This is an optimization exercise on Yosys and OpenROAD, whose aim is small area, a short achievable clock period and few clock cycles per item, not a production implementation. In this exercise RTL edits were held to simulation tests only and were not proved equivalent to the original.

<file path="flow/design.v">
package idct_pkg;
	typedef logic signed [15:0] sample_t;    
	typedef logic signed [15:0] coeff_t;     
	typedef logic signed [39:0] acc_t;
	typedef logic [7:0]         pixel_t;
	typedef logic [17:0] sram_addr_t;
	typedef logic [15:0] sram_data_t;
	typedef logic [5:0] mat_idx_t;           
	typedef logic [4:0] blk_row_t;
	typedef logic [5:0] blk_col_t;
	typedef enum logic [2:0] {
		CTRL_IDLE,
		CTRL_FETCH,
		CTRL_PASS1,
		CTRL_PASS2,
		CTRL_DRAIN,
		CTRL_DONE
	} ctrl_state_t;
	typedef enum logic [1:0] {
		IO_IDLE,
		IO_READ,
		IO_WRITE
	} io_state_t;
endpackage
`timescale 1ns/1ns
module idct_tstore #(
	parameter int L = 3                   
) (
	input  logic            CLOCK_50_I,
	input  logic [7:0]      we,           
	input  logic [7:0][3:0] wd,           
	input  logic            hi_col,       
	output logic [7:0][3:0] rd            
);
	function automatic int port_slot(input int r, input int c);
		port_slot = (58 - L + 8 * (c % 4 - r) + ((c >= 4) ? 4 : 0) + 64) % 32;
	endfunction
	logic [7:0][31:0][3:0] ring;          
	always_ff @(posedge CLOCK_50_I) begin
		for (int r = 0; r < 8; r++) begin
			for (int s = 0; s < 32; s++) begin
				ring[r][s] <= ring[r][(s + 1) % 32];
				for (int c = 0; c < 8; c++) begin
					if (we[r] && port_slot(r, c) == s) begin
						ring[r][s] <= wd[c];
					end
				end
			end
		end
	end
	always_comb begin
		for (int r = 0; r < 8; r++) begin
			rd[r] = hi_col ? ring[r][4] : ring[r][0];
		end
	end
endmodule
`timescale 1ns/1ns
module idct_ds (
	input  logic       CLOCK_50_I,
	input  logic [2:0] ph2,          
	input  logic [3:0] x0,
	input  logic [3:0] x1,
	input  logic [3:0] x2,
	input  logic [3:0] x3,
	input  logic [3:0] x4,
	input  logic [3:0] x5,
	input  logic [3:0] x6,
	input  logic [3:0] x7,
	output logic [3:0] y0,
	output logic [3:0] y1,
	output logic [3:0] y2,
	output logic [3:0] y3,
	output logic [3:0] y4,
	output logic [3:0] y5,
	output logic [3:0] y6,
	output logic [3:0] y7
);
	localparam int LAT = 3;
	logic [2:0] q0;
	assign q0 = ph2;
	logic [2:0] q1;
	logic [2:0] q2;
	logic [2:0] q3;
	logic p0_last;
	logic p1_last;
	logic p2_last;
	logic p0_ge1;
	logic p0_ge2;
	logic p0_ge3;
	logic p1_ge1;
	logic p1_ge2;
	logic p1_ge3;
	logic p2_ge1;
	logic p2_ge2;
	logic p2_ge3;
	logic [3:0] d0_r1;
	logic [3:0] d0_r2;
	logic [3:0] d0_r3;
	logic [3:0] d1_r1;
	logic [3:0] d1_r2;
	logic [3:0] d1_r3;
	logic [3:0] d2_r1;
	logic [3:0] d2_r2;
	logic [3:0] d2_r3;
	logic [3:0] d3_r1;
	logic [3:0] d3_r2;
	logic [3:0] d3_r3;
	logic [3:0] a0_r1;
	logic [3:0] a1_r1;
	logic [3:0] b0_r1;
	logic [3:0] b0_r2;
	logic [3:0] b0_r3;
	logic [3:0] b0_r4;
	logic [3:0] b1_r1;
	logic [3:0] b1_r2;
	logic [3:0] b1_r3;
	logic [3:0] b1_r4;
	logic [3:0] u0_r1;
	logic [3:0] u0_r2;
	logic [3:0] u4_r1;
	logic [3:0] u4_r2;
	logic [3:0] t0_r1;
	logic [3:0] t0_r2;
	logic [3:0] t0_r3;
	logic [3:0] t4_r1;
	logic [3:0] t4_r2;
	logic [3:0] t4_r3;
	logic [3:0] t0d_r1;
	logic [3:0] t0d_r2;
	logic [3:0] t0d_r3;
	logic [3:0] t0d_r4;
	logic [3:0] t0d_r5;
	logic [3:0] t1d_r1;
	logic [3:0] t1d_r2;
	logic [3:0] t1d_r3;
	logic [3:0] t1d_r4;
	logic [3:0] t1d_r5;
	logic [3:0] t2d_r1;
	logic [3:0] t2d_r2;
	logic [3:0] t2d_r3;
	logic [3:0] t2d_r4;
	logic [3:0] t2d_r5;
	logic [3:0] t3d_r1;
	logic [3:0] t3d_r2;
	logic [3:0] t3d_r3;
	logic [3:0] t3d_r4;
	logic [3:0] t3d_r5;
	logic [3:0] y0_1_r1;
	logic [3:0] y0_2_r1;
	logic [3:0] y4_3_r1;
	logic [3:0] y4_4_r1;
	logic [3:0] y2_7_r1;
	logic [3:0] y2_9_r1;
	logic [3:0] y2_10_r1;
	logic [3:0] y2_11_r1;
	logic [3:0] y6_13_r1;
	logic [3:0] y6_16_r1;
	logic [3:0] y6_17_r1;
	logic [3:0] y6_18_r1;
	logic [3:0] m399_0_20_r1;
	logic [3:0] m2008_0_23_r1;
	logic [3:0] m1702_0_25_r1;
	logic [3:0] m399_1_28_r1;
	logic [3:0] m2008_1_31_r1;
	logic [3:0] m1702_1_33_r1;
	logic [3:0] m399_2_36_r1;
	logic [3:0] m2008_2_39_r1;
	logic [3:0] m1702_2_41_r1;
	logic [3:0] m399_3_44_r1;
	logic [3:0] m2008_3_47_r1;
	logic [3:0] m1702_3_49_r1;
	logic [3:0] y1_51_r1;
	logic [3:0] y1_53_r1;
	logic [3:0] y3_54_r1;
	logic [3:0] y3_56_r1;
	logic [3:0] y5_57_r1;
	logic [3:0] y5_59_r1;
	logic [3:0] y7_60_r1;
	logic [3:0] y7_62_r1;
	logic [3:0] u0_r1_m1_1;
	assign u0_r1_m1_1 = u0_r1 & {4{p1_ge1}};
	logic [3:0] u4_r1_m1_1;
	assign u4_r1_m1_1 = u4_r1 & {4{p1_ge1}};
	logic [3:0] d0_r1_m0_1;
	assign d0_r1_m0_1 = d0_r1 & {4{p0_ge1}};
	logic [3:0] d1_r1_m0_1;
	assign d1_r1_m0_1 = d1_r1 & {4{p0_ge1}};
	logic [3:0] d2_r1_m0_1;
	assign d2_r1_m0_1 = d2_r1 & {4{p0_ge1}};
	logic [3:0] d3_r1_m0_1;
	assign d3_r1_m0_1 = d3_r1 & {4{p0_ge1}};
	logic [3:0] t0_r2_m1_2;
	assign t0_r2_m1_2 = t0_r2 & {4{p1_ge2}};
	logic [3:0] t0_r3_m1_3;
	assign t0_r3_m1_3 = t0_r3 & {4{p1_ge3}};
	logic [3:0] u0_r2_m1_2;
	assign u0_r2_m1_2 = u0_r2 & {4{p1_ge2}};
	logic [3:0] t0_r1_m1_1;
	assign t0_r1_m1_1 = t0_r1 & {4{p1_ge1}};
	logic [3:0] t0_r2_m2_1;
	assign t0_r2_m2_1 = t0_r2 & {4{p2_ge1}};
	logic [3:0] t4_r2_m1_2;
	assign t4_r2_m1_2 = t4_r2 & {4{p1_ge2}};
	logic [3:0] t4_r3_m1_3;
	assign t4_r3_m1_3 = t4_r3 & {4{p1_ge3}};
	logic [3:0] u4_r2_m1_2;
	assign u4_r2_m1_2 = u4_r2 & {4{p1_ge2}};
	logic [3:0] t4_r1_m1_1;
	assign t4_r1_m1_1 = t4_r1 & {4{p1_ge1}};
	logic [3:0] t4_r2_m2_1;
	assign t4_r2_m2_1 = t4_r2 & {4{p2_ge1}};
	logic [3:0] b0_r2_m0_2;
	assign b0_r2_m0_2 = b0_r2 & {4{p0_ge2}};
	logic [3:0] b0_r3_m0_3;
	assign b0_r3_m0_3 = b0_r3 & {4{p0_ge3}};
	logic [3:0] b0_r1_m0_1;
	assign b0_r1_m0_1 = b0_r1 & {4{p0_ge1}};
	logic [3:0] b0_r3_m1_2;
	assign b0_r3_m1_2 = b0_r3 & {4{p1_ge2}};
	logic [3:0] b0_r4_m1_3;
	assign b0_r4_m1_3 = b0_r4 & {4{p1_ge3}};
	logic [3:0] b0_r2_m1_1;
	assign b0_r2_m1_1 = b0_r2 & {4{p1_ge1}};
	logic [3:0] b1_r2_m0_2;
	assign b1_r2_m0_2 = b1_r2 & {4{p0_ge2}};
	logic [3:0] b1_r3_m0_3;
	assign b1_r3_m0_3 = b1_r3 & {4{p0_ge3}};
	logic [3:0] b1_r1_m0_1;
	assign b1_r1_m0_1 = b1_r1 & {4{p0_ge1}};
	logic [3:0] b1_r3_m1_2;
	assign b1_r3_m1_2 = b1_r3 & {4{p1_ge2}};
	logic [3:0] b1_r2_m1_1;
	assign b1_r2_m1_1 = b1_r2 & {4{p1_ge1}};
	logic [3:0] b1_r4_m1_3;
	assign b1_r4_m1_3 = b1_r4 & {4{p1_ge3}};
	logic [3:0] t0d_r1_m0_1;
	assign t0d_r1_m0_1 = t0d_r1 & {4{p0_ge1}};
	logic [3:0] t0d_r2_m0_2;
	assign t0d_r2_m0_2 = t0d_r2 & {4{p0_ge2}};
	logic [3:0] t0d_r2_m1_1;
	assign t0d_r2_m1_1 = t0d_r2 & {4{p1_ge1}};
	logic [3:0] t0d_r3_m1_2;
	assign t0d_r3_m1_2 = t0d_r3 & {4{p1_ge2}};
	logic [3:0] t0d_r4_m1_3;
	assign t0d_r4_m1_3 = t0d_r4 & {4{p1_ge3}};
	logic [3:0] t0d_r4_m2_2;
	assign t0d_r4_m2_2 = t0d_r4 & {4{p2_ge2}};
	logic [3:0] t0d_r5_m2_3;
	assign t0d_r5_m2_3 = t0d_r5 & {4{p2_ge3}};
	logic [3:0] d0_r2_m0_2;
	assign d0_r2_m0_2 = d0_r2 & {4{p0_ge2}};
	logic [3:0] d0_r3_m0_3;
	assign d0_r3_m0_3 = d0_r3 & {4{p0_ge3}};
	logic [3:0] t0d_r3_m0_3;
	assign t0d_r3_m0_3 = t0d_r3 & {4{p0_ge3}};
	logic [3:0] t1d_r1_m0_1;
	assign t1d_r1_m0_1 = t1d_r1 & {4{p0_ge1}};
	logic [3:0] t1d_r2_m0_2;
	assign t1d_r2_m0_2 = t1d_r2 & {4{p0_ge2}};
	logic [3:0] t1d_r2_m1_1;
	assign t1d_r2_m1_1 = t1d_r2 & {4{p1_ge1}};
	logic [3:0] t1d_r3_m1_2;
	assign t1d_r3_m1_2 = t1d_r3 & {4{p1_ge2}};
	logic [3:0] t1d_r4_m1_3;
	assign t1d_r4_m1_3 = t1d_r4 & {4{p1_ge3}};
	logic [3:0] t1d_r4_m2_2;
	assign t1d_r4_m2_2 = t1d_r4 & {4{p2_ge2}};
	logic [3:0] t1d_r5_m2_3;
	assign t1d_r5_m2_3 = t1d_r5 & {4{p2_ge3}};
	logic [3:0] d1_r2_m0_2;
	assign d1_r2_m0_2 = d1_r2 & {4{p0_ge2}};
	logic [3:0] d1_r3_m0_3;
	assign d1_r3_m0_3 = d1_r3 & {4{p0_ge3}};
	logic [3:0] t1d_r3_m0_3;
	assign t1d_r3_m0_3 = t1d_r3 & {4{p0_ge3}};
	logic [3:0] t2d_r1_m0_1;
	assign t2d_r1_m0_1 = t2d_r1 & {4{p0_ge1}};
	logic [3:0] t2d_r2_m0_2;
	assign t2d_r2_m0_2 = t2d_r2 & {4{p0_ge2}};
	logic [3:0] t2d_r2_m1_1;
	assign t2d_r2_m1_1 = t2d_r2 & {4{p1_ge1}};
	logic [3:0] t2d_r3_m1_2;
	assign t2d_r3_m1_2 = t2d_r3 & {4{p1_ge2}};
	logic [3:0] t2d_r4_m1_3;
	assign t2d_r4_m1_3 = t2d_r4 & {4{p1_ge3}};
	logic [3:0] t2d_r4_m2_2;
	assign t2d_r4_m2_2 = t2d_r4 & {4{p2_ge2}};
	logic [3:0] t2d_r5_m2_3;
	assign t2d_r5_m2_3 = t2d_r5 & {4{p2_ge3}};
	logic [3:0] d2_r2_m0_2;
	assign d2_r2_m0_2 = d2_r2 & {4{p0_ge2}};
	logic [3:0] d2_r3_m0_3;
	assign d2_r3_m0_3 = d2_r3 & {4{p0_ge3}};
	logic [3:0] t2d_r3_m0_3;
	assign t2d_r3_m0_3 = t2d_r3 & {4{p0_ge3}};
	logic [3:0] t3d_r1_m0_1;
	assign t3d_r1_m0_1 = t3d_r1 & {4{p0_ge1}};
	logic [3:0] t3d_r2_m0_2;
	assign t3d_r2_m0_2 = t3d_r2 & {4{p0_ge2}};
	logic [3:0] t3d_r2_m1_1;
	assign t3d_r2_m1_1 = t3d_r2 & {4{p1_ge1}};
	logic [3:0] t3d_r3_m1_2;
	assign t3d_r3_m1_2 = t3d_r3 & {4{p1_ge2}};
	logic [3:0] t3d_r4_m1_3;
	assign t3d_r4_m1_3 = t3d_r4 & {4{p1_ge3}};
	logic [3:0] t3d_r4_m2_2;
	assign t3d_r4_m2_2 = t3d_r4 & {4{p2_ge2}};
	logic [3:0] t3d_r5_m2_3;
	assign t3d_r5_m2_3 = t3d_r5 & {4{p2_ge3}};
	logic [3:0] d3_r2_m0_2;
	assign d3_r2_m0_2 = d3_r2 & {4{p0_ge2}};
	logic [3:0] d3_r3_m0_3;
	assign d3_r3_m0_3 = d3_r3 & {4{p0_ge3}};
	logic [3:0] t3d_r3_m0_3;
	assign t3d_r3_m0_3 = t3d_r3 & {4{p0_ge3}};
	logic [3:0] e0;
	logic e0_c, e0_co;
	idct_dsadd e0_u (.a(x0), .b(x7), .ci(e0_c), .s(e0), .co(e0_co));
	logic [3:0] e1;
	logic e1_c, e1_co;
	idct_dsadd e1_u (.a(x1), .b(x6), .ci(e1_c), .s(e1), .co(e1_co));
	logic [3:0] e2;
	logic e2_c, e2_co;
	idct_dsadd e2_u (.a(x2), .b(x5), .ci(e2_c), .s(e2), .co(e2_co));
	logic [3:0] e3;
	logic e3_c, e3_co;
	idct_dsadd e3_u (.a(x3), .b(x4), .ci(e3_c), .s(e3), .co(e3_co));
	logic [3:0] d0;
	logic d0_c, d0_co;
	idct_dsadd d0_u (.a(x0), .b(~x7), .ci(d0_c), .s(d0), .co(d0_co));
	logic [3:0] d1;
	logic d1_c, d1_co;
	idct_dsadd d1_u (.a(x1), .b(~x6), .ci(d1_c), .s(d1), .co(d1_co));
	logic [3:0] d2;
	logic d2_c, d2_co;
	idct_dsadd d2_u (.a(x2), .b(~x5), .ci(d2_c), .s(d2), .co(d2_co));
	logic [3:0] d3;
	logic d3_c, d3_co;
	idct_dsadd d3_u (.a(x3), .b(~x4), .ci(d3_c), .s(d3), .co(d3_co));
	logic [3:0] a0;
	logic a0_c, a0_co;
	idct_dsadd a0_u (.a(e0), .b(e3), .ci(a0_c), .s(a0), .co(a0_co));
	logic [3:0] a1;
	logic a1_c, a1_co;
	idct_dsadd a1_u (.a(e1), .b(e2), .ci(a1_c), .s(a1), .co(a1_co));
	logic [3:0] b0;
	logic b0_c, b0_co;
	idct_dsadd b0_u (.a(e0), .b(~e3), .ci(b0_c), .s(b0), .co(b0_co));
	logic [3:0] b1;
	logic b1_c, b1_co;
	idct_dsadd b1_u (.a(e1), .b(~e2), .ci(b1_c), .s(b1), .co(b1_co));
	logic [3:0] u0;
	logic u0_c, u0_co;
	idct_dsadd u0_u (.a(a0_r1), .b(a1_r1), .ci(u0_c), .s(u0), .co(u0_co));
	logic [3:0] u4;
	logic u4_c, u4_co;
	idct_dsadd u4_u (.a(a0_r1), .b(~a1_r1), .ci(u4_c), .s(u4), .co(u4_co));
	logic [3:0] t0;
	logic t0_c, t0_co;
	idct_dsadd t0_u (.a(u0), .b({u0[2:0], u0_r1_m1_1[3:3]}), .ci(t0_c), .s(t0), .co(t0_co));
	logic [3:0] t4;
	logic t4_c, t4_co;
	idct_dsadd t4_u (.a(u4), .b({u4[2:0], u4_r1_m1_1[3:3]}), .ci(t4_c), .s(t4), .co(t4_co));
	logic [3:0] t0d;
	logic t0d_c, t0d_co;
	idct_dsadd t0d_u (.a(d0), .b({d0[2:0], d0_r1_m0_1[3:3]}), .ci(t0d_c), .s(t0d), .co(t0d_co));
	logic [3:0] t1d;
	logic t1d_c, t1d_co;
	idct_dsadd t1d_u (.a(d1), .b({d1[2:0], d1_r1_m0_1[3:3]}), .ci(t1d_c), .s(t1d), .co(t1d_co));
	logic [3:0] t2d;
	logic t2d_c, t2d_co;
	idct_dsadd t2d_u (.a(d2), .b({d2[2:0], d2_r1_m0_1[3:3]}), .ci(t2d_c), .s(t2d), .co(t2d_co));
	logic [3:0] t3d;
	logic t3d_c, t3d_co;
	idct_dsadd t3d_u (.a(d3), .b({d3[2:0], d3_r1_m0_1[3:3]}), .ci(t3d_c), .s(t3d), .co(t3d_co));
	logic [3:0] y0_1;
	logic y0_1_c, y0_1_co;
	idct_dsadd y0_1_u (.a({t0_r2_m1_2[2:0], t0_r3_m1_3[3:3]}), .b(~{u0_r1_m1_1[1:0], u0_r2_m1_2[3:2]}), .ci(y0_1_c), .s(y0_1), .co(y0_1_co));
	logic [3:0] y0_2;
	logic y0_2_c, y0_2_co;
	idct_dsadd y0_2_u (.a(y0_1_r1), .b(~{t0_r1[0:0], t0_r2_m2_1[3:1]}), .ci(y0_2_c), .s(y0_2), .co(y0_2_co));
	logic [3:0] y4_3;
	logic y4_3_c, y4_3_co;
	idct_dsadd y4_3_u (.a({t4_r2_m1_2[2:0], t4_r3_m1_3[3:3]}), .b(~{u4_r1_m1_1[1:0], u4_r2_m1_2[3:2]}), .ci(y4_3_c), .s(y4_3), .co(y4_3_co));
	logic [3:0] y4_4;
	logic y4_4_c, y4_4_co;
	idct_dsadd y4_4_u (.a(y4_3_r1), .b(~{t4_r1[0:0], t4_r2_m2_1[3:1]}), .ci(y4_4_c), .s(y4_4), .co(y4_4_co));
	logic [3:0] y2_5;
	logic y2_5_c, y2_5_co;
	idct_dsadd y2_5_u (.a({b0_r3_m1_2[0:0], b0_r4_m1_3[3:1]}), .b({b0_r1[1:0], b0_r2_m1_1[3:2]}), .ci(y2_5_c), .s(y2_5), .co(y2_5_co));
	logic [3:0] y2_6;
	logic y2_6_c, y2_6_co;
	idct_dsadd y2_6_u (.a({b1_r2_m0_2[1:0], b1_r3_m0_3[3:2]}), .b(b1_r1_m0_1), .ci(y2_6_c), .s(y2_6), .co(y2_6_co));
	logic [3:0] y2_7;
	logic y2_7_c, y2_7_co;
	idct_dsadd y2_7_u (.a(y2_6), .b(~{b0_r1_m0_1[0:0], b0_r2_m0_2[3:1]}), .ci(y2_7_c), .s(y2_7), .co(y2_7_co));
	logic [3:0] y2_8;
	logic y2_8_c, y2_8_co;
	idct_dsadd y2_8_u (.a(y2_7_r1), .b(~{b0_r2_m1_1[2:0], b0_r3_m1_2[3:3]}), .ci(y2_8_c), .s(y2_8), .co(y2_8_co));
	logic [3:0] y2_9;
	logic y2_9_c, y2_9_co;
	idct_dsadd y2_9_u (.a(b1_r3_m1_2), .b(b1_r1), .ci(y2_9_c), .s(y2_9), .co(y2_9_co));
	logic [3:0] y2_10;
	logic y2_10_c, y2_10_co;
	idct_dsadd y2_10_u (.a(y2_5), .b(y2_8), .ci(y2_10_c), .s(y2_10), .co(y2_10_co));
	logic [3:0] y2_11;
	logic y2_11_c, y2_11_co;
	idct_dsadd y2_11_u (.a(y2_10_r1), .b(~y2_9_r1), .ci(y2_11_c), .s(y2_11), .co(y2_11_co));
	logic [3:0] y6_12;
	logic y6_12_c, y6_12_co;
	idct_dsadd y6_12_u (.a({b0_r2_m0_2[1:0], b0_r3_m0_3[3:2]}), .b(b0_r1_m0_1), .ci(y6_12_c), .s(y6_12), .co(y6_12_co));
	logic [3:0] y6_13;
	logic y6_13_c, y6_13_co;
	idct_dsadd y6_13_u (.a(y6_12), .b({b1_r1_m0_1[0:0], b1_r2_m0_2[3:1]}), .ci(y6_13_c), .s(y6_13), .co(y6_13_co));
	logic [3:0] y6_14;
	logic y6_14_c, y6_14_co;
	idct_dsadd y6_14_u (.a({b1_r2_m1_1[2:0], b1_r3_m1_2[3:3]}), .b(y6_13_r1), .ci(y6_14_c), .s(y6_14), .co(y6_14_co));
	logic [3:0] y6_15;
	logic y6_15_c, y6_15_co;
	idct_dsadd y6_15_u (.a(b0_r3_m1_2), .b(b0_r1), .ci(y6_15_c), .s(y6_15), .co(y6_15_co));
	logic [3:0] y6_16;
	logic y6_16_c, y6_16_co;
	idct_dsadd y6_16_u (.a({b1_r3_m1_2[0:0], b1_r4_m1_3[3:1]}), .b({b1_r1[1:0], b1_r2_m1_1[3:2]}), .ci(y6_16_c), .s(y6_16), .co(y6_16_co));
	logic [3:0] y6_17;
	logic y6_17_c, y6_17_co;
	idct_dsadd y6_17_u (.a(y6_14), .b(~y6_15), .ci(y6_17_c), .s(y6_17), .co(y6_17_co));
	logic [3:0] y6_18;
	logic y6_18_c, y6_18_co;
	idct_dsadd y6_18_u (.a(y6_17_r1), .b(~y6_16_r1), .ci(y6_18_c), .s(y6_18), .co(y6_18_co));
	logic [3:0] m399_0_19;
	logic m399_0_19_c, m399_0_19_co;
	idct_dsadd m399_0_19_u (.a({t0d_r2_m1_1[0:0], t0d_r3_m1_2[3:1]}), .b({t0d_r1[1:0], t0d_r2_m1_1[3:2]}), .ci(m399_0_19_c), .s(m399_0_19), .co(m399_0_19_co));
	logic [3:0] m399_0_20;
	logic m399_0_20_c, m399_0_20_co;
	idct_dsadd m399_0_20_u (.a(t0d_r1), .b(m399_0_19), .ci(m399_0_20_c), .s(m399_0_20), .co(m399_0_20_co));
	logic [3:0] m1137_0_21;
	logic m1137_0_21_c, m1137_0_21_co;
	idct_dsadd m1137_0_21_u (.a({t0d_r4_m2_2[2:0], t0d_r5_m2_3[3:3]}), .b(~m399_0_20_r1), .ci(m1137_0_21_c), .s(m1137_0_21), .co(m1137_0_21_co));
	logic [3:0] m2008_0_22;
	logic m2008_0_22_c, m2008_0_22_co;
	idct_dsadd m2008_0_22_u (.a({d0_r2_m0_2[0:0], d0_r3_m0_3[3:1]}), .b(~{d0_r1_m0_1[2:0], d0_r2_m0_2[3:3]}), .ci(m2008_0_22_c), .s(m2008_0_22), .co(m2008_0_22_co));
	logic [3:0] m2008_0_23;
	logic m2008_0_23_c, m2008_0_23_co;
	idct_dsadd m2008_0_23_u (.a(m2008_0_22), .b(~{d0[0:0], d0_r1_m0_1[3:1]}), .ci(m2008_0_23_c), .s(m2008_0_23), .co(m2008_0_23_co));
	logic [3:0] m1702_0_24;
	logic m1702_0_24_c, m1702_0_24_co;
	idct_dsadd m1702_0_24_u (.a({d0_r1_m0_1[1:0], d0_r2_m0_2[3:2]}), .b({t0d_r2_m0_2[2:0], t0d_r3_m0_3[3:3]}), .ci(m1702_0_24_c), .s(m1702_0_24), .co(m1702_0_24_co));
	logic [3:0] m1702_0_25;
	logic m1702_0_25_c, m1702_0_25_co;
	idct_dsadd m1702_0_25_u (.a(m1702_0_24), .b({t0d_r1_m0_1[2:0], t0d_r2_m0_2[3:3]}), .ci(m1702_0_25_c), .s(m1702_0_25), .co(m1702_0_25_co));
	logic [3:0] m1702_0_26;
	logic m1702_0_26_c, m1702_0_26_co;
	idct_dsadd m1702_0_26_u (.a({t0d_r1[2:0], t0d_r2_m1_1[3:3]}), .b(m1702_0_25_r1), .ci(m1702_0_26_c), .s(m1702_0_26), .co(m1702_0_26_co));
	logic [3:0] m399_1_27;
	logic m399_1_27_c, m399_1_27_co;
	idct_dsadd m399_1_27_u (.a({t1d_r2_m1_1[0:0], t1d_r3_m1_2[3:1]}), .b({t1d_r1[1:0], t1d_r2_m1_1[3:2]}), .ci(m399_1_27_c), .s(m399_1_27), .co(m399_1_27_co));
	logic [3:0] m399_1_28;
	logic m399_1_28_c, m399_1_28_co;
	idct_dsadd m399_1_28_u (.a(t1d_r1), .b(m399_1_27), .ci(m399_1_28_c), .s(m399_1_28), .co(m399_1_28_co));
	logic [3:0] m1137_1_29;
	logic m1137_1_29_c, m1137_1_29_co;
	idct_dsadd m1137_1_29_u (.a({t1d_r4_m2_2[2:0], t1d_r5_m2_3[3:3]}), .b(~m399_1_28_r1), .ci(m1137_1_29_c), .s(m1137_1_29), .co(m1137_1_29_co));
	logic [3:0] m2008_1_30;
	logic m2008_1_30_c, m2008_1_30_co;
	idct_dsadd m2008_1_30_u (.a({d1_r2_m0_2[0:0], d1_r3_m0_3[3:1]}), .b(~{d1_r1_m0_1[2:0], d1_r2_m0_2[3:3]}), .ci(m2008_1_30_c), .s(m2008_1_30), .co(m2008_1_30_co));
	logic [3:0] m2008_1_31;
	logic m2008_1_31_c, m2008_1_31_co;
	idct_dsadd m2008_1_31_u (.a(m2008_1_30), .b(~{d1[0:0], d1_r1_m0_1[3:1]}), .ci(m2008_1_31_c), .s(m2008_1_31), .co(m2008_1_31_co));
	logic [3:0] m1702_1_32;
	logic m1702_1_32_c, m1702_1_32_co;
	idct_dsadd m1702_1_32_u (.a({d1_r1_m0_1[1:0], d1_r2_m0_2[3:2]}), .b({t1d_r2_m0_2[2:0], t1d_r3_m0_3[3:3]}), .ci(m1702_1_32_c), .s(m1702_1_32), .co(m1702_1_32_co));
	logic [3:0] m1702_1_33;
	logic m1702_1_33_c, m1702_1_33_co;
	idct_dsadd m1702_1_33_u (.a(m1702_1_32), .b({t1d_r1_m0_1[2:0], t1d_r2_m0_2[3:3]}), .ci(m1702_1_33_c), .s(m1702_1_33), .co(m1702_1_33_co));
	logic [3:0] m1702_1_34;
	logic m1702_1_34_c, m1702_1_34_co;
	idct_dsadd m1702_1_34_u (.a({t1d_r1[2:0], t1d_r2_m1_1[3:3]}), .b(m1702_1_33_r1), .ci(m1702_1_34_c), .s(m1702_1_34), .co(m1702_1_34_co));
	logic [3:0] m399_2_35;
	logic m399_2_35_c, m399_2_35_co;
	idct_dsadd m399_2_35_u (.a({t2d_r2_m1_1[0:0], t2d_r3_m1_2[3:1]}), .b({t2d_r1[1:0], t2d_r2_m1_1[3:2]}), .ci(m399_2_35_c), .s(m399_2_35), .co(m399_2_35_co));
	logic [3:0] m399_2_36;
	logic m399_2_36_c, m399_2_36_co;
	idct_dsadd m399_2_36_u (.a(t2d_r1), .b(m399_2_35), .ci(m399_2_36_c), .s(m399_2_36), .co(m399_2_36_co));
	logic [3:0] m1137_2_37;
	logic m1137_2_37_c, m1137_2_37_co;
	idct_dsadd m1137_2_37_u (.a({t2d_r4_m2_2[2:0], t2d_r5_m2_3[3:3]}), .b(~m399_2_36_r1), .ci(m1137_2_37_c), .s(m1137_2_37), .co(m1137_2_37_co));
	logic [3:0] m2008_2_38;
	logic m2008_2_38_c, m2008_2_38_co;
	idct_dsadd m2008_2_38_u (.a({d2_r2_m0_2[0:0], d2_r3_m0_3[3:1]}), .b(~{d2_r1_m0_1[2:0], d2_r2_m0_2[3:3]}), .ci(m2008_2_38_c), .s(m2008_2_38), .co(m2008_2_38_co));
	logic [3:0] m2008_2_39;
	logic m2008_2_39_c, m2008_2_39_co;
	idct_dsadd m2008_2_39_u (.a(m2008_2_38), .b(~{d2[0:0], d2_r1_m0_1[3:1]}), .ci(m2008_2_39_c), .s(m2008_2_39), .co(m2008_2_39_co));
	logic [3:0] m1702_2_40;
	logic m1702_2_40_c, m1702_2_40_co;
	idct_dsadd m1702_2_40_u (.a({d2_r1_m0_1[1:0], d2_r2_m0_2[3:2]}), .b({t2d_r2_m0_2[2:0], t2d_r3_m0_3[3:3]}), .ci(m1702_2_40_c), .s(m1702_2_40), .co(m1702_2_40_co));
	logic [3:0] m1702_2_41;
	logic m1702_2_41_c, m1702_2_41_co;
	idct_dsadd m1702_2_41_u (.a(m1702_2_40), .b({t2d_r1_m0_1[2:0], t2d_r2_m0_2[3:3]}), .ci(m1702_2_41_c), .s(m1702_2_41), .co(m1702_2_41_co));
	logic [3:0] m1702_2_42;
	logic m1702_2_42_c, m1702_2_42_co;
	idct_dsadd m1702_2_42_u (.a({t2d_r1[2:0], t2d_r2_m1_1[3:3]}), .b(m1702_2_41_r1), .ci(m1702_2_42_c), .s(m1702_2_42), .co(m1702_2_42_co));
	logic [3:0] m399_3_43;
	logic m399_3_43_c, m399_3_43_co;
	idct_dsadd m399_3_43_u (.a({t3d_r2_m1_1[0:0], t3d_r3_m1_2[3:1]}), .b({t3d_r1[1:0], t3d_r2_m1_1[3:2]}), .ci(m399_3_43_c), .s(m399_3_43), .co(m399_3_43_co));
	logic [3:0] m399_3_44;
	logic m399_3_44_c, m399_3_44_co;
	idct_dsadd m399_3_44_u (.a(t3d_r1), .b(m399_3_43), .ci(m399_3_44_c), .s(m399_3_44), .co(m399_3_44_co));
	logic [3:0] m1137_3_45;
	logic m1137_3_45_c, m1137_3_45_co;
	idct_dsadd m1137_3_45_u (.a({t3d_r4_m2_2[2:0], t3d_r5_m2_3[3:3]}), .b(~m399_3_44_r1), .ci(m1137_3_45_c), .s(m1137_3_45), .co(m1137_3_45_co));
	logic [3:0] m2008_3_46;
	logic m2008_3_46_c, m2008_3_46_co;
	idct_dsadd m2008_3_46_u (.a({d3_r2_m0_2[0:0], d3_r3_m0_3[3:1]}), .b(~{d3_r1_m0_1[2:0], d3_r2_m0_2[3:3]}), .ci(m2008_3_46_c), .s(m2008_3_46), .co(m2008_3_46_co));
	logic [3:0] m2008_3_47;
	logic m2008_3_47_c, m2008_3_47_co;
	idct_dsadd m2008_3_47_u (.a(m2008_3_46), .b(~{d3[0:0], d3_r1_m0_1[3:1]}), .ci(m2008_3_47_c), .s(m2008_3_47), .co(m2008_3_47_co));
	logic [3:0] m1702_3_48;
	logic m1702_3_48_c, m1702_3_48_co;
	idct_dsadd m1702_3_48_u (.a({d3_r1_m0_1[1:0], d3_r2_m0_2[3:2]}), .b({t3d_r2_m0_2[2:0], t3d_r3_m0_3[3:3]}), .ci(m1702_3_48_c), .s(m1702_3_48), .co(m1702_3_48_co));
	logic [3:0] m1702_3_49;
	logic m1702_3_49_c, m1702_3_49_co;
	idct_dsadd m1702_3_49_u (.a(m1702_3_48), .b({t3d_r1_m0_1[2:0], t3d_r2_m0_2[3:3]}), .ci(m1702_3_49_c), .s(m1702_3_49), .co(m1702_3_49_co));
	logic [3:0] m1702_3_50;
	logic m1702_3_50_c, m1702_3_50_co;
	idct_dsadd m1702_3_50_u (.a({t3d_r1[2:0], t3d_r2_m1_1[3:3]}), .b(m1702_3_49_r1), .ci(m1702_3_50_c), .s(m1702_3_50), .co(m1702_3_50_co));
	logic [3:0] y1_51;
	logic y1_51_c, y1_51_co;
	idct_dsadd y1_51_u (.a(m2008_0_23_r1), .b(m1702_1_34), .ci(y1_51_c), .s(y1_51), .co(y1_51_co));
	logic [3:0] y1_52;
	logic y1_52_c, y1_52_co;
	idct_dsadd y1_52_u (.a(m399_3_44_r1), .b(y1_51_r1), .ci(y1_52_c), .s(y1_52), .co(y1_52_co));
	logic [3:0] y1_53;
	logic y1_53_c, y1_53_co;
	idct_dsadd y1_53_u (.a(m1137_2_37), .b(y1_52), .ci(y1_53_c), .s(y1_53), .co(y1_53_co));
	logic [3:0] y3_54;
	logic y3_54_c, y3_54_co;
	idct_dsadd y3_54_u (.a(m1702_0_26), .b(~m2008_2_39_r1), .ci(y3_54_c), .s(y3_54), .co(y3_54_co));
	logic [3:0] y3_55;
	logic y3_55_c, y3_55_co;
	idct_dsadd y3_55_u (.a(y3_54_r1), .b(~m399_1_28_r1), .ci(y3_55_c), .s(y3_55), .co(y3_55_co));
	logic [3:0] y3_56;
	logic y3_56_c, y3_56_co;
	idct_dsadd y3_56_u (.a(y3_55), .b(~m1137_3_45), .ci(y3_56_c), .s(y3_56), .co(y3_56_co));
	logic [3:0] y5_57;
	logic y5_57_c, y5_57_co;
	idct_dsadd y5_57_u (.a(m1702_3_50), .b(~m2008_1_31_r1), .ci(y5_57_c), .s(y5_57), .co(y5_57_co));
	logic [3:0] y5_58;
	logic y5_58_c, y5_58_co;
	idct_dsadd y5_58_u (.a(m399_2_36_r1), .b(y5_57_r1), .ci(y5_58_c), .s(y5_58), .co(y5_58_co));
	logic [3:0] y5_59;
	logic y5_59_c, y5_59_co;
	idct_dsadd y5_59_u (.a(m1137_0_21), .b(y5_58), .ci(y5_59_c), .s(y5_59), .co(y5_59_co));
	logic [3:0] y7_60;
	logic y7_60_c, y7_60_co;
	idct_dsadd y7_60_u (.a(m1702_2_42), .b(~m2008_3_47_r1), .ci(y7_60_c), .s(y7_60), .co(y7_60_co));
	logic [3:0] y7_61;
	logic y7_61_c, y7_61_co;
	idct_dsadd y7_61_u (.a(m399_0_20_r1), .b(y7_60_r1), .ci(y7_61_c), .s(y7_61), .co(y7_61_co));
	logic [3:0] y7_62;
	logic y7_62_c, y7_62_co;
	idct_dsadd y7_62_u (.a(y7_61), .b(~m1137_1_29), .ci(y7_62_c), .s(y7_62), .co(y7_62_co));
	assign y0 = y0_2_r1;
	assign y1 = y1_53_r1;
	assign y2 = y2_11_r1;
	assign y3 = y3_56_r1;
	assign y4 = y4_4_r1;
	assign y5 = y5_59_r1;
	assign y6 = y6_18_r1;
	assign y7 = y7_62_r1;
	always_ff @(posedge CLOCK_50_I) begin
		q1 <= q0;
		q2 <= q1;
		q3 <= q2;
		p0_last <= (q0 == 3'd0);
		p1_last <= (q1 == 3'd0);
		p2_last <= (q2 == 3'd0);
		p0_ge1 <= (q1 >= 3'd1);
		p0_ge2 <= (q1 >= 3'd2);
		p0_ge3 <= (q1 >= 3'd3);
		p1_ge1 <= (q2 >= 3'd1);
		p1_ge2 <= (q2 >= 3'd2);
		p1_ge3 <= (q2 >= 3'd3);
		p2_ge1 <= (q3 >= 3'd1);
		p2_ge2 <= (q3 >= 3'd2);
		p2_ge3 <= (q3 >= 3'd3);
		e0_c <= p0_last ? 1'b0 : e0_co;
		e1_c <= p0_last ? 1'b0 : e1_co;
		e2_c <= p0_last ? 1'b0 : e2_co;
		e3_c <= p0_last ? 1'b0 : e3_co;
		d0_c <= p0_last ? 1'b1 : d0_co;
		d1_c <= p0_last ? 1'b1 : d1_co;
		d2_c <= p0_last ? 1'b1 : d2_co;
		d3_c <= p0_last ? 1'b1 : d3_co;
		a0_c <= p0_last ? 1'b0 : a0_co;
		a1_c <= p0_last ? 1'b0 : a1_co;
		b0_c <= p0_last ? 1'b1 : b0_co;
		b1_c <= p0_last ? 1'b1 : b1_co;
		u0_c <= p1_last ? 1'b0 : u0_co;
		u4_c <= p1_last ? 1'b1 : u4_co;
		t0_c <= p1_last ? 1'b0 : t0_co;
		t4_c <= p1_last ? 1'b0 : t4_co;
		t0d_c <= p0_last ? 1'b0 : t0d_co;
		t1d_c <= p0_last ? 1'b0 : t1d_co;
		t2d_c <= p0_last ? 1'b0 : t2d_co;
		t3d_c <= p0_last ? 1'b0 : t3d_co;
		y0_1_c <= p1_last ? 1'b1 : y0_1_co;
		y0_2_c <= p2_last ? 1'b1 : y0_2_co;
		y4_3_c <= p1_last ? 1'b1 : y4_3_co;
		y4_4_c <= p2_last ? 1'b1 : y4_4_co;
		y2_5_c <= p1_last ? 1'b0 : y2_5_co;
		y2_6_c <= p0_last ? 1'b0 : y2_6_co;
		y2_7_c <= p0_last ? 1'b1 : y2_7_co;
		y2_8_c <= p1_last ? 1'b1 : y2_8_co;
		y2_9_c <= p1_last ? 1'b0 : y2_9_co;
		y2_10_c <= p1_last ? 1'b0 : y2_10_co;
		y2_11_c <= p2_last ? 1'b1 : y2_11_co;
		y6_12_c <= p0_last ? 1'b0 : y6_12_co;
		y6_13_c <= p0_last ? 1'b0 : y6_13_co;
		y6_14_c <= p1_last ? 1'b0 : y6_14_co;
		y6_15_c <= p1_last ? 1'b0 : y6_15_co;
		y6_16_c <= p1_last ? 1'b0 : y6_16_co;
		y6_17_c <= p1_last ? 1'b1 : y6_17_co;
		y6_18_c <= p2_last ? 1'b1 : y6_18_co;
		m399_0_19_c <= p1_last ? 1'b0 : m399_0_19_co;
		m399_0_20_c <= p1_last ? 1'b0 : m399_0_20_co;
		m1137_0_21_c <= p2_last ? 1'b1 : m1137_0_21_co;
		m2008_0_22_c <= p0_last ? 1'b1 : m2008_0_22_co;
		m2008_0_23_c <= p0_last ? 1'b1 : m2008_0_23_co;
		m1702_0_24_c <= p0_last ? 1'b0 : m1702_0_24_co;
		m1702_0_25_c <= p0_last ? 1'b0 : m1702_0_25_co;
		m1702_0_26_c <= p1_last ? 1'b0 : m1702_0_26_co;
		m399_1_27_c <= p1_last ? 1'b0 : m399_1_27_co;
		m399_1_28_c <= p1_last ? 1'b0 : m399_1_28_co;
		m1137_1_29_c <= p2_last ? 1'b1 : m1137_1_29_co;
		m2008_1_30_c <= p0_last ? 1'b1 : m2008_1_30_co;
		m2008_1_31_c <= p0_last ? 1'b1 : m2008_1_31_co;
		m1702_1_32_c <= p0_last ? 1'b0 : m1702_1_32_co;
		m1702_1_33_c <= p0_last ? 1'b0 : m1702_1_33_co;
		m1702_1_34_c <= p1_last ? 1'b0 : m1702_1_34_co;
		m399_2_35_c <= p1_last ? 1'b0 : m399_2_35_co;
		m399_2_36_c <= p1_last ? 1'b0 : m399_2_36_co;
		m1137_2_37_c <= p2_last ? 1'b1 : m1137_2_37_co;
		m2008_2_38_c <= p0_last ? 1'b1 : m2008_2_38_co;
		m2008_2_39_c <= p0_last ? 1'b1 : m2008_2_39_co;
		m1702_2_40_c <= p0_last ? 1'b0 : m1702_2_40_co;
		m1702_2_41_c <= p0_last ? 1'b0 : m1702_2_41_co;
		m1702_2_42_c <= p1_last ? 1'b0 : m1702_2_42_co;
		m399_3_43_c <= p1_last ? 1'b0 : m399_3_43_co;
		m399_3_44_c <= p1_last ? 1'b0 : m399_3_44_co;
		m1137_3_45_c <= p2_last ? 1'b1 : m1137_3_45_co;
		m2008_3_46_c <= p0_last ? 1'b1 : m2008_3_46_co;
		m2008_3_47_c <= p0_last ? 1'b1 : m2008_3_47_co;
		m1702_3_48_c <= p0_last ? 1'b0 : m1702_3_48_co;
		m1702_3_49_c <= p0_last ? 1'b0 : m1702_3_49_co;
		m1702_3_50_c <= p1_last ? 1'b0 : m1702_3_50_co;
		y1_51_c <= p1_last ? 1'b0 : y1_51_co;
		y1_52_c <= p2_last ? 1'b0 : y1_52_co;
		y1_53_c <= p2_last ? 1'b0 : y1_53_co;
		y3_54_c <= p1_last ? 1'b1 : y3_54_co;
		y3_55_c <= p2_last ? 1'b1 : y3_55_co;
		y3_56_c <= p2_last ? 1'b1 : y3_56_co;
		y5_57_c <= p1_last ? 1'b1 : y5_57_co;
		y5_58_c <= p2_last ? 1'b0 : y5_58_co;
		y5_59_c <= p2_last ? 1'b0 : y5_59_co;
		y7_60_c <= p1_last ? 1'b1 : y7_60_co;
		y7_61_c <= p2_last ? 1'b0 : y7_61_co;
		y7_62_c <= p2_last ? 1'b1 : y7_62_co;
		d0_r1 <= d0;
		d0_r2 <= d0_r1;
		d0_r3 <= d0_r2;
		d1_r1 <= d1;
		d1_r2 <= d1_r1;
		d1_r3 <= d1_r2;
		d2_r1 <= d2;
		d2_r2 <= d2_r1;
		d2_r3 <= d2_r2;
		d3_r1 <= d3;
		d3_r2 <= d3_r1;
		d3_r3 <= d3_r2;
		a0_r1 <= a0;
		a1_r1 <= a1;
		b0_r1 <= b0;
		b0_r2 <= b0_r1;
		b0_r3 <= b0_r2;
		b0_r4 <= b0_r3;
		b1_r1 <= b1;
		b1_r2 <= b1_r1;
		b1_r3 <= b1_r2;
		b1_r4 <= b1_r3;
		u0_r1 <= u0;
		u0_r2 <= u0_r1;
		u4_r1 <= u4;
		u4_r2 <= u4_r1;
		t0_r1 <= t0;
		t0_r2 <= t0_r1;
		t0_r3 <= t0_r2;
		t4_r1 <= t4;
		t4_r2 <= t4_r1;
		t4_r3 <= t4_r2;
		t0d_r1 <= t0d;
		t0d_r2 <= t0d_r1;
		t0d_r3 <= t0d_r2;
		t0d_r4 <= t0d_r3;
		t0d_r5 <= t0d_r4;
		t1d_r1 <= t1d;
		t1d_r2 <= t1d_r1;
		t1d_r3 <= t1d_r2;
		t1d_r4 <= t1d_r3;
		t1d_r5 <= t1d_r4;
		t2d_r1 <= t2d;
		t2d_r2 <= t2d_r1;
		t2d_r3 <= t2d_r2;
		t2d_r4 <= t2d_r3;
		t2d_r5 <= t2d_r4;
		t3d_r1 <= t3d;
		t3d_r2 <= t3d_r1;
		t3d_r3 <= t3d_r2;
		t3d_r4 <= t3d_r3;
		t3d_r5 <= t3d_r4;
		y0_1_r1 <= y0_1;
		y0_2_r1 <= y0_2;
		y4_3_r1 <= y4_3;
		y4_4_r1 <= y4_4;
		y2_7_r1 <= y2_7;
		y2_9_r1 <= y2_9;
		y2_10_r1 <= y2_10;
		y2_11_r1 <= y2_11;
		y6_13_r1 <= y6_13;
		y6_16_r1 <= y6_16;
		y6_17_r1 <= y6_17;
		y6_18_r1 <= y6_18;
		m399_0_20_r1 <= m399_0_20;
		m2008_0_23_r1 <= m2008_0_23;
		m1702_0_25_r1 <= m1702_0_25;
		m399_1_28_r1 <= m399_1_28;
		m2008_1_31_r1 <= m2008_1_31;
		m1702_1_33_r1 <= m1702_1_33;
		m399_2_36_r1 <= m399_2_36;
		m2008_2_39_r1 <= m2008_2_39;
		m1702_2_41_r1 <= m1702_2_41;
		m399_3_44_r1 <= m399_3_44;
		m2008_3_47_r1 <= m2008_3_47;
		m1702_3_49_r1 <= m1702_3_49;
		y1_51_r1 <= y1_51;
		y1_53_r1 <= y1_53;
		y3_54_r1 <= y3_54;
		y3_56_r1 <= y3_56;
		y5_57_r1 <= y5_57;
		y5_59_r1 <= y5_59;
		y7_60_r1 <= y7_60;
		y7_62_r1 <= y7_62;
	end
endmodule
module idct_dsadd (
	input  logic [3:0] a,
	input  logic [3:0] b,
	input  logic       ci,
	output logic [3:0] s,
	output logic       co
);
	logic [4:0] c;
	assign c[0] = ci;
	for (genvar i = 0; i < 4; i++) begin : g_fa
		assign s[i]   = ~(a[i] ^ b[i] ^ ~c[i]);
		assign c[i+1] = ~((~a[i] & ~b[i]) | (~c[i] & (~a[i] | ~b[i])));
	end
	assign co = c[4];
endmodule
`timescale 1ns/1ns
module idct_top (
	input  logic                 CLOCK_50_I,
	input  logic                 resetn,
	input  logic                 start,
	input  idct_pkg::blk_row_t   block_row,
	input  idct_pkg::blk_col_t   block_col,
	output logic                 busy,
	output logic                 done,
	input  idct_pkg::sram_data_t sram_read_data,
	output idct_pkg::sram_data_t sram_write_data,
	output idct_pkg::sram_addr_t sram_address,
	output logic                 sram_we_n
);
	localparam int L       = 3;               
	localparam int DONE_TC = 146 + L;
	localparam int WR0     = 89 + L;          
	localparam int PIX0    = 81 + L;          
	logic [7:0] tc;
	logic [7:0] ac;                           
	logic [7:0] wc;                           
	logic       accept;
	logic       run;                          
	logic       idle_i;                       
	logic       busy_n;
	logic       we_q;                         
	assign accept    = start && idle_i;
	assign run       = !idle_i && !accept;
	assign busy_n    = accept || (!idle_i && tc != 8'(DONE_TC - 1));
	assign sram_we_n = !we_q;
	always_ff @(posedge CLOCK_50_I or negedge resetn) begin
		if (!resetn) begin
			busy   <= 1'b0;
			idle_i <= 1'b1;
			done   <= 1'b0;
			tc     <= '0;
			ac     <= '0;
			wc     <= '0;
		end else begin
			busy   <= busy_n;
			idle_i <= !busy_n;
			done   <= !accept && !idle_i && tc == 8'(DONE_TC - 1);
			if (accept) begin
				tc  <= 8'd1;
				ac  <= 8'd1;
				wc  <= 8'(1 - 88 - L);
			end else if (!idle_i) begin
				tc  <= tc + 8'd1;
				ac  <= ac + 8'd1;
				wc  <= wc + 8'd1;
			end
		end
	end
	logic [4:0]  rq;
	logic [5:0]  kq;
	logic [13:0] mpos;                        
	logic        rd_a, wr_a;                  
	logic [2:0]  k_a;                         
	logic        rd_first;                    
	logic        rd_second;                   
	logic [13:0] mpos_in;                     
	logic        rd1;
	logic [2:0]  c1;
	logic [15:0] hi;
	logic        wr_load;                     
	logic [2:0]  wr_i;
	logic [1:0]  wr_w;
	assign mpos    = {1'b0, rq, 8'd0} + {3'b0, rq, kq};
	assign mpos_in = {1'b0, block_row, 8'd0} + {3'b0, block_row, block_col};
	assign rd_a = (ac < 8'd64);
	assign wr_a = (wc < 8'd64) && !wc[3];
	assign k_a  = rd_a ? ac[5:3] : wc[2:0];
	always_ff @(posedge CLOCK_50_I or negedge resetn) begin
		if (!resetn) begin
			wr_load  <= 1'b0;
			we_q     <= 1'b0;
			rd_first  <= 1'b0;
			rd_second <= 1'b0;
		end else begin
			wr_load  <= run && wr_a;
			we_q     <= wr_load && !idle_i;
			rd_first  <= accept;
			rd_second <= rd_first;
		end
	end
	always_ff @(posedge CLOCK_50_I) begin
		rq   <= block_row;
		kq   <= block_col;
		rd1  <= rd_a;
		c1   <= ac[2:0];
		wr_i <= wc[2:0];
		wr_w <= wc[5:4];
		hi   <= {2'b0, mpos} + {10'd0, k_a, 3'd0} + {8'd0, k_a, 5'd0} + (rd_a ? 16'd9600 : 16'd0);
		if (rd_first) begin
			sram_address <= {15'(mpos_in) + 15'd9600, 3'd0};
		end else if (rd_second) begin
			sram_address <= {15'(mpos) + 15'd9600, 3'd1};
		end else if (rd1) begin
			sram_address <= {hi[14:0], c1};
		end else begin
			sram_address <= {hi, wr_w};
		end
	end
	logic [10:0][15:0] sr;                    
	logic [2:0]  ph2;                         
	logic [2:0]  dk;                          
	logic        pass2_ld;
	logic [7:0][3:0] sdig;
	logic [7:0][3:0] tdig;
	logic [7:0][3:0] tring;
	logic [7:0][3:0] xr;
	logic [2:0]  rd_col;
	logic        byp;                         
	logic [7:0][3:0] y;                       
	assign sr[0] = sram_read_data;
	assign ph2   = (tc < 8'd72) ? tc[2:0] + 3'd6 : tc[2:0];
	always_ff @(posedge CLOCK_50_I) begin
		dk       <= ph2;
		pass2_ld <= (tc >= 8'd72);
		rd_col   <= tc[5:3] - 3'd1;              
		byp      <= (tc >= 8'd72) && (tc <= 8'd75);
	end
	always_comb begin
		tdig    = tring;
		if (byp) begin
			tdig[7] = y[0];
		end
	end
	always_comb begin
		for (int n = 0; n < 8; n++) begin
			case (dk[1:0])
				2'd0:    sdig[n] = sr[7 - n][3:0];
				2'd1:    sdig[n] = sr[8 - n][7:4];
				2'd2:    sdig[n] = sr[9 - n][11:8];
				default: sdig[n] = sr[10 - n][15:12];
			endcase
		end
	end
	always_ff @(posedge CLOCK_50_I) begin
		sr[1] <= sram_read_data;
		for (int p = 2; p < 11; p++) begin
			sr[p] <= sr[p - 1];
		end
		for (int n = 0; n < 8; n++) begin
			if (dk[2]) begin
				xr[n] <= {4{xr[n][3]}};       
			end else if (pass2_ld) begin
				xr[n] <= tdig[n];
			end else begin
				xr[n] <= sdig[n];
			end
		end
	end
	idct_ds u_ds (
		.CLOCK_50_I(CLOCK_50_I), .ph2(ph2),
		.x0(xr[0]), .x1(xr[1]), .x2(xr[2]), .x3(xr[3]),
		.x4(xr[4]), .x5(xr[5]), .x6(xr[6]), .x7(xr[7]),
		.y0(y[0]), .y1(y[1]), .y2(y[2]), .y3(y[3]),
		.y4(y[4]), .y5(y[5]), .y6(y[6]), .y7(y[7])
	);
	logic [7:0] tz;                           
	logic [7:0] t_we;
	assign tz = tc - 8'(13 + L);
	always_ff @(posedge CLOCK_50_I) begin
		for (int r = 0; r < 8; r++) begin
			t_we[r] <= run && (tc >= 8'(13 + L)) && (tz < 8'd64) && (tz[5:3] == 3'(r)) && !tz[2];
		end
	end
	idct_tstore #(.L(L)) u_t (
		.CLOCK_50_I(CLOCK_50_I), .we(t_we), .wd(y), .hi_col(rd_col[2]), .rd(tring)
	);
	logic [7:0][3:0] yd1, yd2, yd3;
	logic [7:0][7:0] pix;
	logic [7:0][7:0] pa, pb;
	logic [7:0] pz;
	logic       pa_en, pb_en;
	assign pz = tc - 8'(PIX0 - 1);
	always_ff @(posedge CLOCK_50_I) begin
		pa_en <= (tc >= 8'(PIX0 - 1)) && (pz < 8'd64) && (pz[3:0] == 4'd0);
		pb_en <= (tc >= 8'(PIX0 - 1)) && (pz < 8'd64) && (pz[3:0] == 4'd8);
	end
	always_comb begin
		for (int i = 0; i < 8; i++) begin
			if (y[i][3]) begin
				pix[i] = 8'd0;
			end else if ((|y[i][2:0]) || (|yd1[i])) begin
				pix[i] = 8'd255;
			end else begin
				pix[i] = {yd2[i], yd3[i]};
			end
		end
	end
	always_ff @(posedge CLOCK_50_I) begin
		for (int i = 0; i < 8; i++) begin
			yd1[i] <= y[i];
			yd2[i] <= yd1[i];
			yd3[i] <= yd2[i];
			pa[i] <= pa_en ? pix[i] : pa[(i + 1) % 8];
			pb[i] <= pb_en ? pix[i] : pb[(i + 1) % 8];
		end
		sram_write_data <= {pa[1], (wr_i == 3'd0) ? pix[0] : pb[1]};
	end
endmodule
</file>
<file path="flow/flow/run.sh">
#!/bin/bash
set -euo pipefail
bash standard.sh SETUP_SLACK_MARGIN=6.2 finish > flow_make.log 2>&1
</file>
<file path="flow/standard.sh">
#!/bin/bash
# synth_recipe.tcl (not shown) runs the flow's synth.tcl, then flattens the netlist and writes it again
# the make line also repeats each setting of config.mk as NAME=value (left out here)
make -C /OpenROAD-flow-scripts/flow DESIGN_CONFIG=/design/flow/config.mk WORK_HOME=/design/flow/orfs CLKGATE_MAP_FILE= SYNTH_SCRIPT=/design/flow/synth_recipe.tcl "${@:-finish}"
</file>
<file path="flow/config.mk">
export PLATFORM = sky130hd
export DESIGN_NAME = idct_top
export DESIGN_NICKNAME = idct_top
export VERILOG_FILES = /design/flow/design.v
export SDC_FILE = /design/flow/constraint.sdc
export NUM_CORES = 4
export LEC_CHECK = 0
export ABC_AREA = 1
export CAP_MARGIN = 20
export CORE_MARGIN = 2
export CORE_UTILIZATION = 50
export CTS_CLUSTER_DIAMETER = 100
export CTS_CLUSTER_SIZE = 30
export PLACE_DENSITY = 0.65
export SETUP_SLACK_MARGIN = 5
export SLEW_MARGIN = 20
</file>
<file path="flow/constraint.sdc">
create_clock -name core_clock -period 9.0 [get_ports {CLOCK_50_I}]
set_input_delay 1.8000 -clock core_clock [delete_from_list [all_inputs] [get_ports {CLOCK_50_I}]]
set_output_delay 1.8000 -clock core_clock [all_outputs]
set_load 0.01 [all_outputs]
</file>
==> impl_summary.log <==
INFO  metric status = finished clean
INFO  metric floorplan.io_pins = 67
INFO  metric max_cap_viol_count = 0
INFO  metric syn_area_per_cell = 12.12 um^2
INFO  metric reg_clk_slew_reported_paths = 0.11 ns
INFO  metric cts_hold_buf = 0
INFO  metric dieWidth = 343.3 um
INFO  metric drt_first_iter_violations = 2107
INFO  metric gp_congestion = 0.8070
INFO  metric synth_largest_area_cell = sky130_fd_sc_hd__dfxtp_1
INFO  metric grt_pass1_vias = 30.04k
INFO  metric async_set_reset_flop_share_out_of_synthesis = 0.01597
INFO  metric fill_cell_total_of_the_finished_layout = 9593
INFO  metric number_of_library_cell_types_mapped_by_synthesis = 43
INFO  metric synth.ff_latch_count = 1941
INFO  metric dominantRegCellSynth = sky130_fd_sc_hd__dfxtp_1
INFO  metric post_synth_edffs = 8
INFO  metric grt_max_degree = 121
INFO  metric layout-area-overhead-vs-synth = 10.59%
INFO  metric fin_util = 0.5574
INFO  metric synth_top_area_frac = 0.6616
INFO  metric netlist_area = 0.05756 mm^2
INFO  metric synthesis.nets = 5147
INFO  metric antenna_violating_nets_post_route = 0
INFO  metric vias = 29.86k
INFO  metric wire_length_of_the_first_global_routing_pass = 172.7 mm
INFO  metric share_of_the_clock_period_used_by_the_worst_path_after_layout = 0.3468
INFO  metric grt_setup_unrepaired = true
INFO  metric hpwlAfterDp = 73.61 mm
INFO  metric clockRootBuffer = sky130_fd_sc_hd__clkbuf_16
INFO  metric timing.fmax = 320.4 MHz
INFO  metric grt.overflow.total = 0
INFO  metric hold_path_class = flop to flop
INFO  metric timing.hold.ws = 0.3120 ns
INFO  metric synth_area_leaders = sky130_fd_sc_hd__dfxtp_1 66%, sky130_fd_sc_hd__fa_1 12%, sky130_fd_sc_hd__inv_1 4.2%
INFO  metric final.setup.worst_slack = 5.879 ns
INFO  metric cts_sinks = 1941
INFO  metric crit_type = flop to primary output
INFO  metric placed_cells_incl_taps = 6218
INFO  metric clk_path_buf_depth = 3
INFO  metric detail_route.vias_per_cell = 4.672
INFO  metric rows = 124
INFO  metric die_y = 343.3 um
INFO  metric synth.yosys.warnings = 3
INFO  metric detailed_place.area = 0.06010 mm^2
INFO  metric numCtsBuffers = 77
INFO  metric drt_first_pass_iters = 5
INFO  metric number_of_antenna_violations_at_the_first_check_in_global_routing = 5
INFO  metric cp_max_fo = 1
INFO  metric number_of_buffer_cells_added_on_primary_ports = 66
INFO  metric worst_pin_slew = 1.047 ns
INFO  metric placement.setup.worst_slack = 5.032 ns
INFO  metric skew = 0.02621 ns
INFO  metric tritoncts = built
INFO  metric layout.cells.non_filler = 6391
INFO  metric synth-seq-area-share = 0.6792
INFO  metric total_routing_usage_reported_by_global_routing = 0.1936
INFO  metric cp_data_arrival_time = 1.32 ns
INFO  metric critPathRequiredTime = 7.20 ns
INFO  metric endpoint_kind = primary output
INFO  metric fin_setup_tns = 0 ns
INFO  metric setup_violations = 0
INFO  metric drive_gt1_frac = 0.1644
INFO  metric critical_path.startpoint_type = flop
INFO  metric dieArea = 0.1178 mm^2
INFO  metric start_util = 0.5040
INFO  metric remaining_drc_errors = 0
INFO  metric design.core.area = 0.1142 mm^2
INFO  metric wire_per_inst = 17.56 um
INFO  metric syn-instance-count = 4748
INFO  metric fin_nets = 5255
INFO  metric time_the_worst_path_needs_with_i_o_delays_and_setup = 3.121 ns
INFO  metric finalMaxSlewViolations = 0
INFO  metric detail_route.wirelength = 112.2 mm
INFO  metric finalInstanceArea = 0.06365 mm^2
INFO  metric clkLatencyLatePin = 0.68 ns
INFO  metric ctsHtreeMaxLevel = 3
INFO  metric max_slew_margin = 0.3019
INFO  metric hold_viol_final = 0
-- cells in the final DEF (no fill, tap or decap), types with 5 or more instances in the layout --
cell type	count
sky130_fd_sc_hd__a21oi_1	158
sky130_fd_sc_hd__buf_12	10
sky130_fd_sc_hd__buf_2	19
sky130_fd_sc_hd__buf_4	73
sky130_fd_sc_hd__buf_6	32
sky130_fd_sc_hd__bufbuf_16	5
sky130_fd_sc_hd__clkbuf_1	8
sky130_fd_sc_hd__clkbuf_16	80
sky130_fd_sc_hd__clkdlybuf4s50_1	24
sky130_fd_sc_hd__clkinv_1	5
sky130_fd_sc_hd__dfrtp_1	30
sky130_fd_sc_hd__dfxtp_1	1855
sky130_fd_sc_hd__dfxtp_2	36
sky130_fd_sc_hd__dfxtp_4	11
sky130_fd_sc_hd__edfxtp_1	8
sky130_fd_sc_hd__fa_1	157
sky130_fd_sc_hd__fa_2	176
sky130_fd_sc_hd__ha_1	31
sky130_fd_sc_hd__ha_4	5
sky130_fd_sc_hd__inv_1	538
sky130_fd_sc_hd__inv_2	111
sky130_fd_sc_hd__mux2_2	144
sky130_fd_sc_hd__nand2_1	602
sky130_fd_sc_hd__nand2_2	15
sky130_fd_sc_hd__nand2_4	21
sky130_fd_sc_hd__nand3_1	58
sky130_fd_sc_hd__nand4_1	5
sky130_fd_sc_hd__nor2_1	191
sky130_fd_sc_hd__nor2_2	6
sky130_fd_sc_hd__nor3_1	13
sky130_fd_sc_hd__nor4_1	10
sky130_fd_sc_hd__o211ai_1	10
sky130_fd_sc_hd__o21ai_0	310
sky130_fd_sc_hd__o21ai_1	25
sky130_fd_sc_hd__or2_2	19
sky130_fd_sc_hd__or2_4	8
sky130_fd_sc_hd__xor2_1	9
-- what timing repair did --
action | in CTS | in global routing
setup endpoints to repair | 117 | 102
hold endpoints to repair | 0 | 0
pin swaps | 95 | 105
setup buffers | 46 | 18
gates cloned | 6 | 0
gates resized for setup | 384 | 141
-- kinds of logic after synthesis --
kind of cell / count (synthesis) / synth area share
AO/OA/AOI/OAI: 525 / 0.04728
adder cells (fa/ha/maj): 369 / 0.1237
buffers and inverters: 799 / 0.05333
AND/OR/NAND/NOR: 956 / 0.06617
flip-flops: 1941 / 0.6792
XOR/XNOR: 13 / 0.001978
multiplexers: 145 / 0.02835
-- synth_stat cells, types with 4 or more instances --
library cell and n:
sky130_fd_sc_hd__a21oi_1 158, sky130_fd_sc_hd__a221oi_1 4, sky130_fd_sc_hd__buf_1 8, sky130_fd_sc_hd__buf_2 41, sky130_fd_sc_hd__buf_4 5, sky130_fd_sc_hd__clkbuf_1 86, sky130_fd_sc_hd__clkinv_1 5, sky130_fd_sc_hd__dfrtp_1 30
sky130_fd_sc_hd__dfxtp_1 1902, sky130_fd_sc_hd__edfxtp_1 8, sky130_fd_sc_hd__fa_1 333, sky130_fd_sc_hd__ha_1 36, sky130_fd_sc_hd__inv_1 651, sky130_fd_sc_hd__mux2_2 144, sky130_fd_sc_hd__nand2_1 641, sky130_fd_sc_hd__nand3_1 58
sky130_fd_sc_hd__nand4_1 5, sky130_fd_sc_hd__nor2_1 196, sky130_fd_sc_hd__nor3_1 13, sky130_fd_sc_hd__nor4_1 10, sky130_fd_sc_hd__o211ai_1 10, sky130_fd_sc_hd__o21ai_0 313, sky130_fd_sc_hd__o21ai_1 23, sky130_fd_sc_hd__or2_2 27
sky130_fd_sc_hd__xnor2_1 4, sky130_fd_sc_hd__xor2_1 9
-- state kept, by name, indices dropped and copies added, names as in the netlist, 18 cells and up --
signal        flops
u_t.ring       1024
sr              136
pa               64
pb               64
xr               32
yd1              32
yd2              32
yd3              32
sram_address     18
-- per-layer routing --
| layer | vias up | global-route usage | part of all wire |
|---|---|---|---|
| li1 | 14634 | - | - |
| met1 | 14621 | 0.2799 | 0.48 |
| met2 | 468 | 0.3083 | 0.45 |
| met3 | 135 | 0.02503 | 0.040 |
| met4 | 2 | 0.05286 | 0.025 |
| met5 | - | 0 | 0.00012 |
-- critical path: stages (launching register included) --
cell and delay (ns):
sky130_fd_sc_hd__dfrtp_1 0.46, sky130_fd_sc_hd__inv_2 0.08, sky130_fd_sc_hd__buf_6 0.10
-- cell type report --
cell class / count / area, um^2 / share of cell area
clock inverter: 11 / 163.9 / 0.002575
clock buffer: 89 / 2046 / 0.03214
antenna: 2 / 5.005 / 0.00007863
tap: 1512 / 1892 / 0.02972
multi-input combinational: 2008 / 16180 / 0.2542
inverter: 659 / 2494 / 0.03918
sequential: 1941 / 39180 / 0.6155
timing repair buffer: 169 / 1692 / 0.02658
-- worst paths after layout --
check / cells after the start / slack [ns] / end / from
worst max-delay path: 2 / 5.88 / sram_we_n / we_q
worst min-delay path: 0 / 0.31 / u_ds.d0_r3[1] / u_ds.d0_r2[1]
worst max register to register: 12 / 6.00 / u_ds.m1702_2_41_r1[3] / u_ds.p0_ge2
worst min register to register: 0 / 0.31 / u_ds.d0_r3[1] / u_ds.d0_r2[1]
max in group asynchronous: 2 / 7.15 / idle_i / resetn
min in group asynchronous: 2 / 1.52 / tc[1] / resetn
Testbench counts, summed over its fixed seeds: cycles 19,072, blocks 128.

## static timing again, ports no longer ideal
The flow's constraints put no driver on any port. The routed layout listed below was extracted and timed again, unchanged, in two steps.
Step 1: set_driving_cell puts a clkbuf_16 on CLOCK_50_I and a buf_2 on each other input, an assumption about the parent block.
Step 2 moves the port delays by t, midway between the first and last clock arrival at a register: inputs arrive t later, outputs are due t later. That takes back most of the time a late clock gives input paths.
Slacks: no drivers / after step 1 / after step 2; pairs: no drivers / after step 1.
t (ns): 0.736
setup WS [ns]: 5.879 / 5.810 / 5.560
hold WS [ns]: 0.312 / 0.312 / 0.312
worst slew at a driven data input, ns: 0.06
After both steps this run still meets setup and hold. The setup slack of this run moves by -0.069 ns with the drivers and by -0.319 ns with both steps.
